Context: an optimization exercise on an open-source flow, tuned for a short achievable clock period and few clock cycles. The choices shown serve that exercise and are no tape-out recipe. Function was checked by simulation only, so behaviour that the tests miss may differ from the original. Power is estimated from default activity; no workload was simulated.

==> design/flow/design.v <==
package dcachePkg;
  typedef logic [32-1:0] memWord;
  typedef enum logic [1:0] {
    lineInvalid,
    lineShared,
    lineModified
  } lineState;
  typedef enum logic [2:0] {
    stIdle,       
    stWriteBack,  
    stFetch,      
    stUpgrade,    
    stSnoopWb,    
    stFlushScan,  
    stFlushWb,    
    stHalted      
  } ctrlState;
endpackage
import dcachePkg::*;
module dcacheTop (
  input  logic              CLK,
  input  logic              rstN,
  input  logic              dmemRen,
  input  logic              dmemWen,
  input  logic              halt,
  input  logic              memWait,
  input  logic              ccWait,
  input  logic              ccInv,
  input  dcachePkg::memWord dmemAddr,
  input  dcachePkg::memWord dmemStore,
  input  dcachePkg::memWord memLoad,
  input  dcachePkg::memWord ccSnoopAddr,
  output dcachePkg::memWord dmemLoad,
  output dcachePkg::memWord memAddr,
  output dcachePkg::memWord memStore,
  output logic              dHit,
  output logic              memRen,
  output logic              memWen,
  output logic              ccTrans,
  output logic              ccWrite,
  output logic              ccDone,
  output logic              flushed
);
  localparam int NS = 8;
  localparam int TW = 26;
  localparam int IW = 3;
  localparam int WW = 32;
  localparam int LW = WW - 3;    
  localparam logic [3:0] S_IDLE = 4'd0;    
  localparam logic [3:0] S_DONE = 4'd1;    
  localparam logic [3:0] S_WB0  = 4'd2;    
  localparam logic [3:0] S_WB1  = 4'd3;
  localparam logic [3:0] S_RD0  = 4'd4;    
  localparam logic [3:0] S_RD1  = 4'd5;
  localparam logic [3:0] S_UPG  = 4'd6;    
  localparam logic [3:0] S_SWB0 = 4'd7;    
  localparam logic [3:0] S_SWB1 = 4'd8;
  localparam logic [3:0] S_FWB0 = 4'd9;    
  localparam logic [3:0] S_FWB1 = 4'd10;
  localparam logic [3:0] S_HALT = 4'd11;   
  localparam logic [3:0] S_FBEG = 4'd12;   
  logic [TW-1:0] tagArr [0:NS-1];
  logic [WW-1:0] w0Arr  [0:NS-1];
  logic [WW-1:0] w1Arr  [0:NS-1];
  logic [NS-1:0] vld, drt;
  logic [3:0]    st;
  logic [IW-1:0] fIdx;                       
  logic [IW-1:0] fFirstR, fNextR;            
  logic          anyDirtyR, anyRestR;
  logic          memRenR, memWenR, ccTransR, ccWriteR;
  logic          dHitR, ccDoneR, flushedR;
  logic          cLastR, sLastR, fLastR;     
  logic          fwdR;                       
  logic          doStoreR, doInvR;           
  logic [WW-1:0] memAddrR, memStoreR, dLoadR;
  logic [IW-1:0] cIdx, sIdx;
  logic          cW, cpuReq;
  logic [LW-1:0] cLine, sLine;
  logic [NS-1:0] cEq, sEq;
  logic          cHit, cDirty, sHit, sDirty;
  assign cIdx   = dmemAddr[3 +: IW];
  assign sIdx   = ccSnoopAddr[3 +: IW];
  assign cW     = dmemAddr[2];
  assign cLine  = dmemAddr[WW-1:3];
  assign sLine  = ccSnoopAddr[WW-1:3];
  assign cpuReq = dmemRen | dmemWen;
  always_comb
  begin
    for (int s = 0; s < NS; s++)
    begin
      cEq[s] = ({tagArr[s], IW'(s)} == cLine);
      sEq[s] = ({tagArr[s], IW'(s)} == sLine);
    end
  end
  assign cHit   = |(cEq & vld);
  assign sHit   = |(sEq & vld);
  assign cDirty = drt[cIdx];
  assign sDirty = drt[sIdx];
  logic [NS-1:0] drtRest;
  logic [IW-1:0] fFirst, fNext;
  logic          anyDirty, anyRest;
  always_comb
  begin
    drtRest = drt;
    drtRest[fIdx] = 1'b0;
    fFirst = '0;
    fNext  = '0;
    for (int s = NS - 1; s >= 0; s--)
    begin
      if (drt[s])
        fFirst = IW'(s);
      if (drtRest[s])
        fNext = IW'(s);
    end
  end
  assign anyDirty = |drt;
  assign anyRest  = |drtRest;
  assign memRen   = memRenR;
  assign memWen   = memWenR;
  assign ccTrans  = ccTransR;
  assign ccWrite  = ccWriteR;
  assign memAddr  = memAddrR;
  assign memStore = memStoreR;
  assign dHit     = dHitR || (cLastR && !memWait);
  assign ccDone   = ccDoneR || (sLastR && !memWait);
  assign flushed  = flushedR || (fLastR && !memWait);
  assign dmemLoad = ({WW{fwdR}} & memLoad) | dLoadR;
  logic [3:0]    stN;
  logic [IW-1:0] fIdxN;
  logic          memRenN, memWenN, ccTransN, ccWriteN;
  logic          dHitN, ccDoneN, flushedN;
  logic          cLastN, sLastN, fLastN, fwdN, doStoreN, doInvN;
  logic [WW-1:0] memAddrN, memStoreN, dLoadN;
  always_comb
  begin
    stN       = st;
    fIdxN     = fIdx;
    memRenN   = memRenR;
    memWenN   = memWenR;
    ccTransN  = ccTransR;
    ccWriteN  = ccWriteR;
    dHitN     = 1'b0;
    ccDoneN   = 1'b0;
    flushedN  = flushedR;
    cLastN    = cLastR;
    sLastN    = sLastR;
    fLastN    = fLastR;
    fwdN      = fwdR;
    doStoreN  = 1'b0;
    doInvN    = 1'b0;
    memAddrN  = memAddrR;
    memStoreN = memStoreR;
    dLoadN    = dLoadR;
    case (st)
      S_IDLE:
      begin
        dLoadN = cW ? w1Arr[cIdx] : w0Arr[cIdx];
        if (cpuReq)
        begin
          memAddrN  = cDirty ? {tagArr[cIdx], cIdx, 3'b000} : {cLine, 3'b000};
          memStoreN = w0Arr[cIdx];
          ccWriteN  = dmemWen;
          if (cHit && (dmemRen || cDirty))
          begin
            stN      = S_DONE;                 
            dHitN    = 1'b1;
            doStoreN = dmemWen;
          end
          else if (cHit)
          begin
            stN      = S_UPG;                  
            ccTransN = 1'b1;
            cLastN   = 1'b1;
          end
          else if (cDirty)
          begin
            stN      = S_WB0;
            memWenN  = 1'b1;
            ccTransN = 1'b1;
          end
          else
          begin
            stN      = S_RD0;
            memRenN  = 1'b1;
            ccTransN = 1'b1;
          end
        end
        else if (ccWait)
        begin
          memAddrN  = {sLine, 3'b000};
          memStoreN = w0Arr[sIdx];
          ccWriteN  = 1'b0;
          if (sHit && sDirty)
          begin
            stN     = S_SWB0;
            memWenN = 1'b1;
          end
          else
          begin
            stN     = S_DONE;
            ccDoneN = 1'b1;
            doInvN  = sHit && ccInv;
          end
        end
        else if (halt)
          stN = S_FBEG;                        
      end
      S_FBEG:
      begin
        memAddrN  = {tagArr[fFirstR], fFirstR, 3'b000};
        memStoreN = w0Arr[fFirstR];
        ccWriteN  = 1'b0;
        fIdxN     = fFirstR;
        if (anyDirtyR)
        begin
          stN     = S_FWB0;
          memWenN = 1'b1;
        end
        else
        begin
          stN      = S_HALT;
          flushedN = 1'b1;
        end
      end
      S_DONE:
        stN = S_IDLE;
      S_WB0:
        if (!memWait)
        begin
          stN          = S_WB1;
          memAddrN[2] = 1'b1;
          memStoreN    = w1Arr[cIdx];
        end
      S_WB1:
        if (!memWait)
        begin
          stN      = S_RD0;
          memWenN  = 1'b0;
          memRenN  = 1'b1;
          memAddrN = {cLine, 3'b000};
        end
      S_RD0:
        if (!memWait)
        begin
          stN      = S_RD1;
          memAddrN[2] = 1'b1;
          cLastN   = 1'b1;
          fwdN     = dmemRen && cW;
          dLoadN   = (dmemRen && !cW) ? memLoad : '0;
        end
      S_RD1:
        if (!memWait)
        begin
          stN      = S_IDLE;
          memRenN  = 1'b0;
          ccTransN = 1'b0;
          cLastN   = 1'b0;
          fwdN     = 1'b0;
        end
      S_UPG:
        if (!memWait)
        begin
          stN      = S_IDLE;
          ccTransN = 1'b0;
          cLastN   = 1'b0;
        end
      S_SWB0:
        if (!memWait)
        begin
          stN       = S_SWB1;
          memAddrN[2] = 1'b1;
          memStoreN = w1Arr[sIdx];
          sLastN    = 1'b1;
        end
      S_SWB1:
        if (!memWait)
        begin
          stN     = S_IDLE;
          memWenN = 1'b0;
          sLastN  = 1'b0;
        end
      S_FWB0:
        if (!memWait)
        begin
          stN       = S_FWB1;
          memAddrN[2] = 1'b1;
          memStoreN = w1Arr[fIdx];
          fLastN    = !anyRestR;
        end
      S_FWB1:
        if (!memWait)
        begin
          memAddrN  = {tagArr[fNextR], fNextR, 3'b000};
          memStoreN = w0Arr[fNextR];
          fIdxN     = fNextR;
          if (anyRestR)
            stN = S_FWB0;
          else
          begin
            stN      = S_HALT;
            memWenN  = 1'b0;
            fLastN   = 1'b0;
            flushedN = 1'b1;
          end
        end
      S_HALT:
        stN = S_HALT;
      default:
        stN = S_IDLE;
    endcase
  end
  always_ff @(posedge CLK or negedge rstN)
  begin
    if (!rstN)
    begin
      st        <= S_IDLE;
      fIdx      <= '0;
      fFirstR   <= '0;
      fNextR    <= '0;
      anyDirtyR <= 1'b0;
      anyRestR  <= 1'b0;
      memRenR   <= 1'b0;
      memWenR   <= 1'b0;
      ccTransR  <= 1'b0;
      ccWriteR  <= 1'b0;
      dHitR     <= 1'b0;
      ccDoneR   <= 1'b0;
      flushedR  <= 1'b0;
      cLastR    <= 1'b0;
      sLastR    <= 1'b0;
      fLastR    <= 1'b0;
      fwdR      <= 1'b0;
      doStoreR  <= 1'b0;
      doInvR    <= 1'b0;
      memAddrR  <= '0;
      memStoreR <= '0;
      dLoadR    <= '0;
    end
    else
    begin
      st        <= stN;
      fIdx      <= fIdxN;
      fFirstR   <= fFirst;
      fNextR    <= fNext;
      anyDirtyR <= anyDirty;
      anyRestR  <= anyRest;
      memRenR   <= memRenN;
      memWenR   <= memWenN;
      ccTransR  <= ccTransN;
      ccWriteR  <= ccWriteN;
      dHitR     <= dHitN;
      ccDoneR   <= ccDoneN;
      flushedR  <= flushedN;
      cLastR    <= cLastN;
      sLastR    <= sLastN;
      fLastR    <= fLastN;
      fwdR      <= fwdN;
      doStoreR  <= doStoreN;
      doInvR    <= doInvN;
      memAddrR  <= memAddrN;
      memStoreR <= memStoreN;
      dLoadR    <= dLoadN;
    end
  end
  always_ff @(posedge CLK or negedge rstN)
  begin
    if (!rstN)
    begin
      vld <= '0;
      drt <= '0;
    end
    else
    begin
      if (st == S_DONE && doInvR)
        vld[sIdx] <= 1'b0;                     
      if (st == S_WB1 && !memWait)
      begin
        vld[cIdx] <= 1'b0;                     
        drt[cIdx] <= 1'b0;
      end
      if (st == S_RD1 && !memWait)
      begin
        vld[cIdx] <= 1'b1;
        drt[cIdx] <= dmemWen;
      end
      if (st == S_UPG && !memWait)
        drt[cIdx] <= 1'b1;
      if (st == S_SWB1 && !memWait)
      begin
        vld[sIdx] <= !ccInv;
        drt[sIdx] <= 1'b0;
      end
      if (st == S_FWB1 && !memWait)
        drt[fIdx] <= 1'b0;                     
    end
  end
  logic wrStore;
  assign wrStore = (st == S_DONE && doStoreR) || (st == S_UPG && !memWait);
  always_ff @(posedge CLK)
  begin
    if (st == S_RD1 && !memWait)
      tagArr[cIdx] <= dmemAddr[WW-1 -: TW];
    if ((st == S_RD0 && !memWait) || (wrStore && !cW))
      w0Arr[cIdx] <= (dmemWen && !cW) ? dmemStore : memLoad;
    if ((st == S_RD1 && !memWait) || (wrStore && cW))
      w1Arr[cIdx] <= (dmemWen && cW) ? dmemStore : memLoad;
  end
endmodule
==> design/flow/flow/run.sh <==
#!/bin/bash
# Standard ORFS layout, with two changes to how it sizes cells: port buffers
# are real buffers (not the delay cells buffer_ports picks by default) and
# repair may swap a cell for one of another footprint.
set -euo pipefail
bash standard.sh synth > synth.log 2>&1
bash standard.sh MATCH_CELL_FOOTPRINT=0 \
  "BUFFER_PORTS_ARGS=-buffer_cell sky130_fd_sc_hd__buf_4" finish > layout.log 2>&1
==> design/flow/standard.sh <==
#!/bin/bash
# synth_recipe.tcl (not shown) runs the flow's synth.tcl, then flattens the netlist and writes it again
# the make line also repeats each setting of config.mk as NAME=value (left out here)
make -C /OpenROAD-flow-scripts/flow DESIGN_CONFIG=/design/flow/config.mk WORK_HOME=/design/flow/orfs CLKGATE_MAP_FILE= SYNTH_SCRIPT=/design/flow/synth_recipe.tcl "${@:-finish}"
==> design/flow/config.mk <==
export PLATFORM = sky130hd
export DESIGN_NAME = dcacheTop
export DESIGN_NICKNAME = dcacheTop
export VERILOG_FILES = /design/flow/design.v
export SDC_FILE = /design/flow/constraint.sdc
export NUM_CORES = 4
export LEC_CHECK = 0
export CAP_MARGIN = 20
export CORE_MARGIN = 2
export CORE_UTILIZATION = 30
export SETUP_SLACK_MARGIN = 3.5
export SLEW_MARGIN = 20
==> design/flow/constraint.sdc <==
create_clock -name core_clock -period 6.0 [get_ports {CLK}]
set_input_delay 1.2000 -clock core_clock [delete_from_list [all_inputs] [get_ports {CLK}]]
set_output_delay 1.2000 -clock core_clock [all_outputs]
set_load 0.01 [all_outputs]
==> notes.md <==
## where the power goes
| group | switching [uW] | leakage, uW | internal [uW] |
|---|---|---|---|
| logic | 6020 | 0.0134 | 4820 |
| clock network | 2680 | 0.00160 | 3590 |
| registers | 734 | 0.00815 | 7050 |
| total | 9440 | 0.0232 | 15500 |
## critical path, cell delays in order (launching register included)
cell and delay, ps:
dfrtp_1 410, buf_12 180, a21o_4 270, buf_4 150
## flip-flops by register name, summed over array words and instances (netlist names), 3 cells and up
name       count
memStoreR     32
st             4
drt            8
tagArr       208
memAddrR      30
w1Arr        256
vld            8
fIdx           3
fNextR         3
dLoadR        32
w0Arr        256
fFirstR        3
## worst max path at each step
stage | from | endpoint | slack (ps) | cells past startpoint
final | fwdR | dmemLoad[14] | 3020 | 3
after global routing | fwdR | dmemLoad[14] | 3010 | 3
after CTS | fwdR | dmemLoad[14] | 3020 | 3
after detailed placement | dmemAddr[5] | memAddrR[17] | 1460 | 8
after global placement | dmemAddr[5] | memAddrR[17] | 1470 | 8
after floorplan | ccSnoopAddr[3] | memWenR | 2550 | 14
## per-layer routing
layer,track usage (%),vias to the layer above,part of all wire (%)
met5,0,-,0.058
met4,13.7,8,6.8
met3,8.07,1022,15
met2,40.9,4315,44
met1,33.3,23200,34
li1,-,17400,-
## what timing repair did
item | CTS | global route
endpoints found under the setup margin | 930 | 521
buffers inserted | 184 | 120
gates cloned | 38 | 27
pin swaps | 137 | 200
gates resized for setup | 570 | 321
## cells by family after synthesis
family	Yosys count
adders and majority gates	12
DFF	858
and+or+nand+nor	742
AOI/OAI and AO/OA	933
buffers and inverters	402
xor gates and xnor gates	425
muxes	706
other	1
## synth_stat cells, drive strengths merged (9+ instances only)
cell,number
edfxtp,720
mux4,426
xor2,420
a22oi,371
mux2i,213
nand2,211
clkbuf,205
buf,178
nor2,171
o21ai,141
dfrtp,138
a21oi,129
nor4,128
nand4,91
o22ai,76
mux2,67
nand3,55
a31oi,47
nor3,46
a21o,41
a221oi,37
a211oi,33
a41oi,26
inv,19
and3,12
ha,12
a222oi,9
## area by class of cell
type / instances / area [um2]
Antenna cell: 8 / 20.0
Clock buffer: 130 / 2640
Clock inverter: 48 / 683
Fill cell: 16200 / 106000
Inverter: 19 / 154
Multi-Input combinational cell: 2837 / 30400
Sequential cell: 858 / 25100
Tap cell: 2340 / 2930
Timing Repair Buffer: 694 / 7760
Timing Repair inverter: 1 / 7.51
## per-stage QoR
step           setup WS (ps)  util (%)
6_report                3020      39.6
3_3_place_gp            1470      33.0
5_1_grt                 3010      39.6
3_5_place_dp            1460      33.0
4_1_cts                 3020      37.9
2_1_floorplan           2550         -
==> reports/qor.json <==
{
  "setup_path": {
    "timing.reg2reg.worst_path_depth": 8,
    "reg2reg_setup_slack_ps": 3040,
    "critPathArrivalTime_ps": 1780,
    "setup.worst_path.start_class": "flop",
    "critical_path_maximum_fanout": 32,
    "critical_path.reg2reg.startpoint": "tagArr[3][11]",
    "worst-endpoint-required_ps": 4800,
    "setup.worst_path.class": "flop to output pin",
    "worst_r2r_endpoint": "memWenR",
    "worstSetupEndpointType": "output pin"
  },
  "place": {
    "gp_congestion": 1.04,
    "place_inst": 6380,
    "detailed_place.area_um2": 58100,
    "dp.final_hpwl_um": 144000,
    "portBuffers": 231
  },
  "logic_synthesis": {
    "postSynthAreaPerCell_um2": 13.0,
    "combinational_family_with_the_most_area_after_synthesis": "multiplexers",
    "edff_count_synth": 720,
    "synth_fa_ha_area_share_pct": 0.283,
    "post_synth_xor_area_fraction_pct": 7.01,
    "synth_top_cell_area_share_pct": 40.7,
    "synthesis.yosys.warnings": 1,
    "synth_top_cells_by_area": "edfxtp_1 (41%), mux4_2 (18%), xor2_1 (6.9%)",
    "synth-seq-area-share_pct": 47.2,
    "synth_compound_area_share_pct": 11.9,
    "yosys_most_used_dff": "edfxtp_1",
    "ys_types": 67,
    "synthArstFlopShare_pct": 16.1,
    "synth_simple_gate_area_share_pct": 6.80,
    "synth.area.mux_share_pct": 23.5,
    "ys_seq_elements": 858,
    "synth_area_um2": 53100,
    "synth.largest_area_cell": "edfxtp_1",
    "netlist_instances": 4079
  },
  "timing": {
    "whs_ps": 355,
    "finalClockSkew_ps": 65.0,
    "timing_hold_violations_final": 0,
    "timing.final.crit_period_ps": 2980,
    "timing.final.crit_share_pct": 49.7,
    "rsz_0062_raised_after_global_routing": "true",
    "report.final.setup_viol": 0,
    "worst-slew-pin-transition_ps": 1310,
    "slew-limit-headroom_pct": 12.5,
    "final.setup.tns_ps": 0,
    "max_freq_mhz": 335,
    "slew_viol_final": 0
  },
  "global_route": {
    "wire_length_of_the_first_global_routing_pass_um": 337000,
    "grt_pass1_vias": 43000,
    "global_route.overflow_total": 0,
    "grt_antenna_before_repair": 15,
    "grt_max_degree": 65,
    "gr-usage-all-layers_pct": 26.4
  },
  "pwr": {
    "leakage_uw": 0.0232,
    "design_power_total_uw": 24900,
    "ir_drop_mv": 0.301,
    "power_density_nw_per_um2": 357
  },
  "routing": {
    "number_of_drc_violations_after_detailed_routing": 0,
    "ant_nets": 0,
    "route.detailed.wl_per_inst_um": 37.4,
    "num_vias": 45900,
    "routed_wirelength_um": 259000,
    "vias_cell": 6.62,
    "initialDrtViolationCount": 8823,
    "drtPass1Iterations": 10
  },
  "final_layout": {
    "drive_gt1_share_pct": 41.7,
    "layout.cells.non_filler": 6935,
    "area_growth_syn_to_layout_pct": 31.3,
    "design_area_um2": 69700,
    "layout_common_cells": "edfxtp_1 (720), mux4_2 (426), buf_4 (410)",
    "most_common_cell_after_layout_fill_and_taps_aside": "edfxtp_1",
    "design.final.nets": 4655
  },
  "clocking": {
    "cts.sinks": 858,
    "cts.clk_slew.worst_paths_ps": 70,
    "h-tree-depth": 3,
    "cts_made_buffers": 96,
    "root_buffer": "clkbuf_16",
    "cts_buffer_depth": 3,
    "worst_skew_pair.late_latency_ps": 780,
    "cts_tree": "built",
    "hold_buf_count_cts": 0
  },
  "floorplanning": {
    "placeableCoreArea_um2": 176000,
    "initial_utilization_pct": 30.2,
    "pin_count": 239,
    "die_height_um": 425,
    "die-width_um": 425,
    "num_rows": 154,
    "design.die.area_um2": 180000
  },
  "flow_run": {
    "max_cap_violations": 0
  },
  "hold_path": {
    "hp-class": "primary input to async pin"
  },
  "run_status": {
    "run_status": "timing/DRC/antenna clean"
  }
}
Testbench counts, summed over its fixed seeds: cycles 12,828.

re-timing with driven ports:
How much do the figures lean on ideal ports? The routed layout below was timed once more, with nothing changed but the port constraints. Step 1: set_driving_cell puts a clkbuf_16 on CLK and a buf_2 on each other input, an assumption about the parent block. Step 2 also shifts input and output timing later by t, the mid clock arrival at the registers, as if the neighbouring blocks saw the same clock. a / b / c = ideal ports / drivers / drivers and shift; a / b = the first two.
shift t [ns]: 0.832
setup WS [ns]: 3.018 / 2.915 / 2.156
worst setup path at the end: input to register
worst register clock-pin slew, ns: 0.07 / 0.07
worst slew at a driven data input, ns: 0.45
After both steps this run still meets setup and hold. For this run, drivers alone change the setup slack by -0.103 ns; drivers and shift together by -0.862 ns.
